Context: an optimization exercise on an open-source flow, tuned for small area, a short achievable clock period and few clock cycles per item. The choices shown serve that exercise and are no tape-out recipe. Where RTL was checked, it was by simulation tests only, not by an equivalence proof against the original. Power is estimated from default activity; no workload was simulated.

==> module seq_mul, before the edit <==
module seq_mul #(
  parameter int WIDTH = 64,
  parameter int K     = 5,
  parameter int STEPS = (WIDTH + K - 1) / K
) (
  input  logic             clock,
  input  logic             load,
  input  logic             hold,
  input  logic [WIDTH-1:0] a,
  input  logic [WIDTH-1:0] b,
  input  logic [WIDTH-1:0] t_hi,
  output logic [WIDTH-1:0] cs_s,
  output logic [WIDTH-1:0] cs_c,
  output logic             p_cy,
  output logic             p_top,
  output logic [WIDTH-1:0] p_lo
);
  localparam int LW = STEPS * K;       
  localparam int TW = WIDTH + K;       
  logic [WIDTH-1:0] hi;
  logic [LW-1:0]    lo;
  logic             cy;
  logic [TW-1:0]    pp [K];
  logic [TW-1:0]    s1, c1, s2, c2, s3, c3, s4, c4;
  logic [K:0]       t_lo;
  logic [LW-1:0]    prod;
  function automatic void csa(input logic [TW-1:0] x, input logic [TW-1:0] y,
                              input logic [TW-1:0] z, output logic [TW-1:0] s,
                              output logic [TW-1:0] c);
    s = x ^ y ^ z;
    c = ((x & y) | (x & z) | (y & z)) << 1;
  endfunction
  always_comb begin
    for (int i = 0; i < K; i++) pp[i] = TW'(a & {WIDTH{lo[i]}}) << i;
    pp[1][0] = cy;    
    csa(TW'(hi), pp[0], pp[1], s1, c1);
    csa(pp[2], pp[3], pp[4], s2, c2);
    csa(s1, c1, s2, s3, c3);
    csa(s3, c3, c2, s4, c4);
  end
  assign t_lo  = {1'b0, s4[K-1:0]} + {1'b0, c4[K-1:0]};
  assign cs_s  = s4[K +: WIDTH];
  assign cs_c  = c4[K +: WIDTH];
  assign p_cy  = t_lo[K];
  assign prod  = {t_lo[K-1:0], lo[LW-1:K]};
  assign p_lo  = prod[WIDTH-1:0];
  assign p_top = |prod[LW-1:WIDTH];
  always_ff @(posedge clock) begin
    if (load) begin
      hi <= '0;
      lo <= LW'(b);
      cy <= 1'b0;
    end else if (!hold) begin
      hi <= t_hi;
      lo <= {t_lo[K-1:0], lo[LW-1:K]};
      cy <= t_lo[K];
    end
  end
endmodule
Settings: LEC_CHECK=0, CAP_MARGIN=20, CORE_MARGIN=2, CORE_UTILIZATION=35, SLEW_MARGIN=20; clock period 7.0 ns.
standard.sh (not shown) runs the stock make flow with config.mk's settings and CLKGATE_MAP_FILE= SYNTH_SCRIPT=/design/flow/synth_recipe.tcl, a recipe that flattens the netlist after the stock synthesis.
==> flow/flow/run.sh <==
#!/bin/bash
# The standard layout, with plain buffers (buf_2) on the ports in place of the delay buffers
# buffer_ports picks by default. Each tool's full output is in orfs/logs; standard.sh's own
# output goes to standard.log.
set -euo pipefail
export BUFFER_PORTS_ARGS="-buffer_cell sky130_fd_sc_hd__buf_2"
bash standard.sh > standard.log 2>&1
Testbench counts at the start, summed over its fixed seeds: cycles 31,668, items 16,000.
Change:
--- a/flow/design.v
+++ b/flow/design.v
@@ -65,5 +65,5 @@
   localparam int LW = STEPS * K;       
   localparam int TW = WIDTH + K;       
-  logic [WIDTH-1:0] hi;
+  logic [WIDTH-1:0] mcand, hi;
   logic [LW-1:0]    lo;
   logic             cy;
@@ -79,5 +79,5 @@
   endfunction
   always_comb begin
-    for (int i = 0; i < K; i++) pp[i] = TW'(a & {WIDTH{lo[i]}}) << i;
+    for (int i = 0; i < K; i++) pp[i] = TW'(mcand & {WIDTH{lo[i]}}) << i;
     pp[1][0] = cy;    
     csa(TW'(hi), pp[0], pp[1], s1, c1);
@@ -94,4 +94,5 @@
   assign p_top = |prod[LW-1:WIDTH];
   always_ff @(posedge clock) begin
+    mcand <= a;
     if (load) begin
       hi <= '0;
After rerunning:
- The new run finished clean
- clock-buffer cell count goes up by 21
- synthesized cell count falls by 1.6%
- register-to-register slack is worse by 230 ps
- first-iteration DRC count decreases by 23%
- final area is higher by about 0.8%
- final cell count came out lower by about 1.2%
- non-clock buffer count goes down by 83
- via count is lower by 4.4%
- die area grows by 1.6%
Function not checked in the second run of this note: the RTL went through the layout flow alone.

* * *

The RTL this note starts from:
==> flow/design.v <==
package exec_pkg;
  localparam logic [3:0] IHALT   = 4'h0;
  localparam logic [3:0] INOP    = 4'h1;
  localparam logic [3:0] IRRMOVQ = 4'h2;
  localparam logic [3:0] IIRMOVQ = 4'h3;
  localparam logic [3:0] IRMMOVQ = 4'h4;
  localparam logic [3:0] IMRMOVQ = 4'h5;
  localparam logic [3:0] IOPQ    = 4'h6;
  localparam logic [3:0] IJXX    = 4'h7;
  localparam logic [3:0] ICALL   = 4'h8;
  localparam logic [3:0] IRET    = 4'h9;
  localparam logic [3:0] IPUSHQ  = 4'hA;
  localparam logic [3:0] IPOPQ   = 4'hB;
  localparam logic [3:0] ALUADD = 4'h0;
  localparam logic [3:0] ALUSUB = 4'h1;
  localparam logic [3:0] ALUAND = 4'h2;
  localparam logic [3:0] ALUXOR = 4'h3;
  localparam logic [3:0] ALUMUL = 4'h4;
  localparam logic [3:0] C_YES = 4'h0;
  localparam logic [3:0] C_LE  = 4'h1;
  localparam logic [3:0] C_L   = 4'h2;
  localparam logic [3:0] C_E   = 4'h3;
  localparam logic [3:0] C_NE  = 4'h4;
  localparam logic [3:0] C_GE  = 4'h5;
  localparam logic [3:0] C_G   = 4'h6;
  localparam logic [3:0] RNONE = 4'hF;
  typedef enum logic [1:0] {S_IDLE, S_MUL, S_DONE} mul_state_e;
  typedef struct packed {
    logic zf;
    logic sf;
    logic of;
  } cc_t;
  function automatic logic cond_eval(input logic [3:0] fn, input cc_t cc);
    logic lt;
    lt = cc.sf ^ cc.of;
    case (fn)
      C_YES:   cond_eval = 1'b1;
      C_LE:    cond_eval = lt | cc.zf;
      C_L:     cond_eval = lt;
      C_E:     cond_eval = cc.zf;
      C_NE:    cond_eval = !cc.zf;
      C_GE:    cond_eval = !lt;
      C_G:     cond_eval = !lt && !cc.zf;
      default: cond_eval = 1'b0;
    endcase
  endfunction
endpackage
module seq_mul #(
  parameter int WIDTH = 64,
  parameter int K     = 5,
  parameter int STEPS = (WIDTH + K - 1) / K
) (
  input  logic             clock,
  input  logic             load,
  input  logic             hold,
  input  logic [WIDTH-1:0] a,
  input  logic [WIDTH-1:0] b,
  input  logic [WIDTH-1:0] t_hi,
  output logic [WIDTH-1:0] cs_s,
  output logic [WIDTH-1:0] cs_c,
  output logic             p_cy,
  output logic             p_top,
  output logic [WIDTH-1:0] p_lo
);
  localparam int LW = STEPS * K;       
  localparam int TW = WIDTH + K;       
  logic [WIDTH-1:0] hi;
  logic             fresh;             
  logic [LW-1:0]    lo;
  logic             cy;
  logic [TW-1:0]    pp [K];
  logic [TW-1:0]    s1, c1, s2, c2, s3, c3, s4, c4;
  logic [K:0]       t_lo;
  logic [LW-1:0]    prod;
  function automatic void csa(input logic [TW-1:0] x, input logic [TW-1:0] y,
                              input logic [TW-1:0] z, output logic [TW-1:0] s,
                              output logic [TW-1:0] c);
    s = x ^ y ^ z;
    c = ((x & y) | (x & z) | (y & z)) << 1;
  endfunction
  always_comb begin
    for (int i = 0; i < K; i++) pp[i] = TW'(a & {WIDTH{lo[i]}}) << i;
    pp[1][0] = cy;    
    csa(TW'(hi & {WIDTH{!fresh}}), pp[0], pp[1], s1, c1);
    csa(pp[2], pp[3], pp[4], s2, c2);
    csa(s1, c1, s2, s3, c3);
    csa(s3, c3, c2, s4, c4);
  end
  assign t_lo  = {1'b0, s4[K-1:0]} + {1'b0, c4[K-1:0]};
  assign cs_s  = s4[K +: WIDTH];
  assign cs_c  = c4[K +: WIDTH];
  assign p_cy  = t_lo[K];
  assign prod  = {t_lo[K-1:0], lo[LW-1:K]};
  assign p_lo  = prod[WIDTH-1:0];
  assign p_top = |prod[LW-1:WIDTH];
  always_ff @(posedge clock) begin
    fresh <= load;
    if (!hold) hi <= t_hi;
    if (load) begin
      lo <= LW'(b);
      cy <= 1'b0;
    end else if (!hold) begin
      lo <= {t_lo[K-1:0], lo[LW-1:K]};
      cy <= t_lo[K];
    end
  end
endmodule
import exec_pkg::*;
module execute_pipe #(
  parameter int WIDTH  = 64,
  parameter bit MUL_EN = 1'b1
) (
  input  logic             clock,
  input  logic             reset,
  input  logic             in_valid,
  input  logic [3:0]       icode,
  input  logic [3:0]       ifun,
  input  logic [WIDTH-1:0] valA,
  input  logic [WIDTH-1:0] valB,
  input  logic [WIDTH-1:0] valC,
  input  logic [3:0]       dstE,
  input  logic [3:0]       dstM,
  input  logic             m_exc,
  input  logic             stall,
  input  logic             bubble,
  output logic             busy,
  output logic             out_valid,
  output logic [3:0]       e_icode,
  output logic             e_cnd,
  output logic [WIDTH-1:0] e_valE,
  output logic [WIDTH-1:0] e_valA,
  output logic [3:0]       e_dstE,
  output logic [3:0]       e_dstM,
  output logic             zf,
  output logic             sf,
  output logic             of
);
  localparam int MUL_K = 5;
  localparam int STEPS = (WIDTH + MUL_K - 1) / MUL_K;
  localparam int CW    = $clog2(STEPS + 1);
  logic               cc_zf, cc_sf, cc_of;
  logic               is_opq, is_mul, mul_ready, capture, load, cc_we, cnd;
  logic               op_add, op_sub, op_and, op_xor, op_mul;
  logic               y_a, y_inv, y_c, y_pm8, y_m8, cin;
  logic [WIDTH-1:0]   x, y, p, g, sum, val_e_l;
  logic               sel_a, sel_c, sel_sum, alu_sf;
  logic               sum_zero, alu_zf, alu_of;
  logic [3:0]         dst_e;
  logic [WIDTH-1:0]   prod_lo, cs_s, cs_c;
  logic               prod_cy, prod_top, prod_hi_nz, m_act;
  logic [CW-1:0]      mcnt;    
  function automatic logic cond_eval(input logic [3:0] fn, input logic z, input logic s,
                                     input logic o);
    logic lt;
    lt = s ^ o;
    case (fn)
      C_YES:   cond_eval = 1'b1;
      C_LE:    cond_eval = lt | z;
      C_L:     cond_eval = lt;
      C_E:     cond_eval = z;
      C_NE:    cond_eval = !z;
      C_GE:    cond_eval = !lt;
      C_G:     cond_eval = !lt && !z;
      default: cond_eval = 1'b0;
    endcase
  endfunction
  assign is_opq    = (icode == IOPQ);
  assign op_add    = is_opq && (ifun == ALUADD);
  assign op_sub    = is_opq && (ifun == ALUSUB);
  assign op_and    = is_opq && (ifun == ALUAND);
  assign op_xor    = is_opq && (ifun == ALUXOR);
  assign op_mul    = MUL_EN && is_opq && (ifun == ALUMUL);
  assign is_mul    = in_valid && op_mul;
  assign mul_ready = (mcnt == CW'(STEPS));
  assign busy      = !reset && is_mul && !mul_ready;
  assign capture   = in_valid && !busy;
  assign load      = capture && !bubble;
  always_ff @(posedge clock or posedge reset) begin
    if (reset)           mcnt <= '0;
    else if (!is_mul)    mcnt <= '0;
    else if (!mul_ready) mcnt <= mcnt + 1'b1;
    else if (!stall)     mcnt <= '0;
  end
  always_ff @(posedge clock or posedge reset) begin
    if (reset) m_act <= 1'b0;
    else       m_act <= is_mul && !(mul_ready && !stall);
  end
  seq_mul #(.WIDTH(WIDTH), .K(MUL_K), .STEPS(STEPS)) u_mul (
    .clock  (clock),
    .load   (!m_act),
    .hold   (mul_ready),
    .a      (valA),
    .b      (valB),
    .t_hi   (sum),
    .cs_s   (cs_s),
    .cs_c   (cs_c),
    .p_cy   (prod_cy),
    .p_top  (prod_top),
    .p_lo   (prod_lo)
  );
  assign prod_hi_nz = prod_top || !sum_zero;
  assign y_a     = !icode[3] && icode[2] && icode[1];                         
  assign y_inv   = y_a && ifun[0] && !ifun[1];                                
  assign y_c     = !icode[3] && icode[2] && !icode[1];                        
  assign y_pm8   = icode[3] && !icode[2];                                     
  assign y_m8    = y_pm8 && !icode[0];                                        
  assign cin     = m_act ? 1'b0 : y_inv;
  always_comb begin
    for (int i = 0; i < WIDTH; i++) begin
      x[i] = m_act ? cs_s[i] : valB[i];
      y[i] = m_act ? cs_c[i] :
             (((y_a && valA[i]) ^ y_inv) || (y_c && valC[i]) || (y_m8 && i >= 4) ||
              (y_pm8 && i == 3));
    end
  end
  assign p   = x ^ y;
  assign g   = x & y;
  assign sum = x + y + WIDTH'(cin);
  assign sum_zero = ((x ^ y) == {x[WIDTH-2:0] | y[WIDTH-2:0], cin | (m_act && prod_cy)});
  assign sel_a   = (icode == IRRMOVQ);
  assign sel_c   = (icode == IIRMOVQ);
  assign sel_sum = (icode == IRMMOVQ) || (icode == IMRMOVQ) || (icode == ICALL) ||
                   (icode == IPUSHQ) || (icode == IRET) || (icode == IPOPQ) || op_add || op_sub;
  assign val_e_l = ({WIDTH{sel_a && load}} & valA) | ({WIDTH{sel_c && load}} & valC) |
                   ({WIDTH{sel_sum && load}} & sum) | ({WIDTH{op_and && load}} & g) |
                   ({WIDTH{op_xor && load}} & p) | ({WIDTH{op_mul && load}} & prod_lo);
  always_comb begin
    alu_zf = sum_zero;
    alu_sf = sum[WIDTH-1];
    alu_of = (x[WIDTH-1] == y[WIDTH-1]) && (sum[WIDTH-1] != x[WIDTH-1]);
    case (ifun)
      ALUAND: begin
        alu_zf = (g == '0);
        alu_sf = g[WIDTH-1];
        alu_of = 1'b0;
      end
      ALUXOR: begin
        alu_zf = (p == '0);
        alu_sf = p[WIDTH-1];
        alu_of = 1'b0;
      end
      ALUMUL: begin
        alu_zf = (prod_lo == '0);
        alu_sf = prod_lo[WIDTH-1];
        alu_of = prod_hi_nz;
      end
      default: ;
    endcase
  end
  assign cnd   = ((icode == IJXX) || (icode == IRRMOVQ)) ? cond_eval(ifun, cc_zf, cc_sf, cc_of) : 1'b0;
  assign dst_e = ((icode == IRRMOVQ) && !cnd) ? RNONE : dstE;
  assign cc_we = capture && !stall && !m_exc && (op_add || op_sub || op_and || op_xor || op_mul);
  always_ff @(posedge clock or posedge reset) begin
    if (reset) begin
      cc_zf <= 1'b1;
      cc_sf <= 1'b0;
      cc_of <= 1'b0;
    end else if (cc_we) begin
      cc_zf <= alu_zf;
      cc_sf <= alu_sf;
      cc_of <= alu_of;
    end
  end
  assign zf = cc_zf;
  assign sf = cc_sf;
  assign of = cc_of;
  always_ff @(posedge clock or posedge reset) begin
    if (reset) begin
      out_valid <= 1'b0;
      e_icode   <= INOP;
      e_cnd     <= 1'b0;
      e_valE    <= '0;
      e_valA    <= '0;
      e_dstE    <= RNONE;
      e_dstM    <= RNONE;
    end else if (!stall) begin
      out_valid <= load;
      e_icode   <= load ? icode : INOP;
      e_cnd     <= load ? cnd : 1'b0;
      e_valE    <= val_e_l;
      e_valA    <= load ? valA : '0;
      e_dstE    <= load ? dst_e : RNONE;
      e_dstM    <= load ? dstM : RNONE;
    end
  end
endmodule
==> flow/config.mk <==
export PLATFORM = sky130hd
export DESIGN_NAME = execute_pipe
export DESIGN_NICKNAME = execute_pipe
export VERILOG_FILES = /design/flow/design.v
export SDC_FILE = /design/flow/constraint.sdc
export NUM_CORES = 4
export LEC_CHECK = 0
export CAP_MARGIN = 20
export CORE_MARGIN = 2
export CORE_UTILIZATION = 35
export SETUP_SLACK_MARGIN = 1.0
export SLEW_MARGIN = 20
==> flow/constraint.sdc <==
create_clock -name core_clock -period 7.0 [get_ports {clock}]
set_input_delay 1.4000 -clock core_clock [delete_from_list [all_inputs] [get_ports {clock}]]
set_output_delay 1.4000 -clock core_clock [all_outputs]
set_load 0.01 [all_outputs]
==> flow/flow/run.sh <==
#!/bin/bash
# The standard layout, with plain buffers (buf_1) on the ports in place of the delay buffers
# buffer_ports picks by default. Each tool's full output is in orfs/logs; standard.sh's own
# output goes to standard.log.
set -euo pipefail
export BUFFER_PORTS_ARGS="-buffer_cell sky130_fd_sc_hd__buf_1"
bash standard.sh > standard.log 2>&1
The starting point completed with no timing, DRC or antenna violations.
Testbench counts at the start, summed over its fixed seeds: cycles 31,668, items 16,000.
Then changed:
--- a/flow/design.v
+++ b/flow/design.v
@@ -143,6 +143,5 @@
   logic               op_add, op_sub, op_and, op_xor, op_mul;
   logic               y_a, y_inv, y_c, y_pm8, y_m8, cin;
-  logic [WIDTH-1:0]   x, y, p, g, sum, val_e_l;
-  logic               sel_a, sel_c, sel_sum, alu_sf;
+  logic [WIDTH-1:0]   x, y, p, g, sum, val_e;
   logic               sum_zero, alu_zf, alu_of;
   logic [3:0]         dst_e;
@@ -218,31 +217,33 @@
   assign sum = x + y + WIDTH'(cin);
   assign sum_zero = ((x ^ y) == {x[WIDTH-2:0] | y[WIDTH-2:0], cin | (m_act && prod_cy)});
-  assign sel_a   = (icode == IRRMOVQ);
-  assign sel_c   = (icode == IIRMOVQ);
-  assign sel_sum = (icode == IRMMOVQ) || (icode == IMRMOVQ) || (icode == ICALL) ||
-                   (icode == IPUSHQ) || (icode == IRET) || (icode == IPOPQ) || op_add || op_sub;
-  assign val_e_l = ({WIDTH{sel_a && load}} & valA) | ({WIDTH{sel_c && load}} & valC) |
-                   ({WIDTH{sel_sum && load}} & sum) | ({WIDTH{op_and && load}} & g) |
-                   ({WIDTH{op_xor && load}} & p) | ({WIDTH{op_mul && load}} & prod_lo);
   always_comb begin
+    val_e  = '0;
     alu_zf = sum_zero;
-    alu_sf = sum[WIDTH-1];
     alu_of = (x[WIDTH-1] == y[WIDTH-1]) && (sum[WIDTH-1] != x[WIDTH-1]);
-    case (ifun)
-      ALUAND: begin
-        alu_zf = (g == '0);
-        alu_sf = g[WIDTH-1];
-        alu_of = 1'b0;
-      end
-      ALUXOR: begin
-        alu_zf = (p == '0);
-        alu_sf = p[WIDTH-1];
-        alu_of = 1'b0;
-      end
-      ALUMUL: begin
-        alu_zf = (prod_lo == '0);
-        alu_sf = prod_lo[WIDTH-1];
-        alu_of = prod_hi_nz;
-      end
+    case (icode)
+      IRRMOVQ:                          val_e = valA;
+      IIRMOVQ:                          val_e = valC;
+      IRMMOVQ, IMRMOVQ, ICALL, IPUSHQ,
+      IRET, IPOPQ:                      val_e = sum;
+      IOPQ:
+        case (ifun)
+          ALUADD, ALUSUB: val_e = sum;
+          ALUAND: begin
+            val_e  = g;
+            alu_zf = (g == '0);
+            alu_of = 1'b0;
+          end
+          ALUXOR: begin
+            val_e  = p;
+            alu_zf = (p == '0);
+            alu_of = 1'b0;
+          end
+          ALUMUL: begin
+            val_e  = prod_lo;
+            alu_zf = (prod_lo == '0);
+            alu_of = prod_hi_nz;
+          end
+          default: ;
+        endcase
       default: ;
     endcase
@@ -258,5 +259,5 @@
     end else if (cc_we) begin
       cc_zf <= alu_zf;
-      cc_sf <= alu_sf;
+      cc_sf <= val_e[WIDTH-1];
       cc_of <= alu_of;
     end
@@ -278,5 +279,5 @@
       e_icode   <= load ? icode : INOP;
       e_cnd     <= load ? cnd : 1'b0;
-      e_valE    <= val_e_l;
+      e_valE    <= load ? val_e : '0;
       e_valA    <= load ? valA : '0;
       e_dstE    <= load ? dst_e : RNONE;
Outcome:
- cell area increases by 0.79%
- synthesized area came out higher by 1.8%
- setup slack gets worse by 0.044 ns
- cell count went up by about 3%
- worst hold slack loses 0.028 ns
- power falls by 1.3%
- global-route usage shrinks by 0.32 points
- first-iteration DRC count rose by 12%
- routed wire length grows by 0.78%
- via count goes up by 1.9%
Testbench counts after the change, summed over its fixed seeds: cycles 31,668, items 16,000.

-- afterwards: timing with drivers on the ports --
The flow's constraints put no driver on any port. The routed layouts listed below were extracted and timed again, unchanged, in two steps. Step 1 assumes that a clkbuf_16 drives the clock port and a buf_2 every other input. Step 2 also shifts input and output timing later by t, the mid clock arrival at the registers, as if the neighbouring blocks saw the same clock. a / b / c = ideal ports / drivers / drivers and shift; a / b = the first two.
run | t, ns | setup slack, ns | hold WS [ns] | slew at the worst register clock pin (ns)
the first run of note 1 | 0.646 | 0.431 / 0.461 / -0.185 | 0.467 / 0.467 / 0.467 | 0.07 / 0.07
the second run of note 1 | 0.667 | 0.383 / 0.383 / 0.383 | 0.459 / 0.459 / 0.459 | 0.07 / 0.07
the first run of note 2 | 0.661 | 1.119 / 1.156 / 0.494 | 0.489 / 0.489 / 0.489 | 0.06 / 0.06
the second run of note 2 | 0.645 | 1.075 / 1.100 / 0.455 | 0.461 / 0.461 / 0.461 | 0.07 / 0.07
With both steps, setup timing fails in the first run of note 1, where it was met with ideal ports. The setup slack of the first run of note 2, which loses most, moves by +0.037 ns with the drivers and by -0.625 ns with both steps.
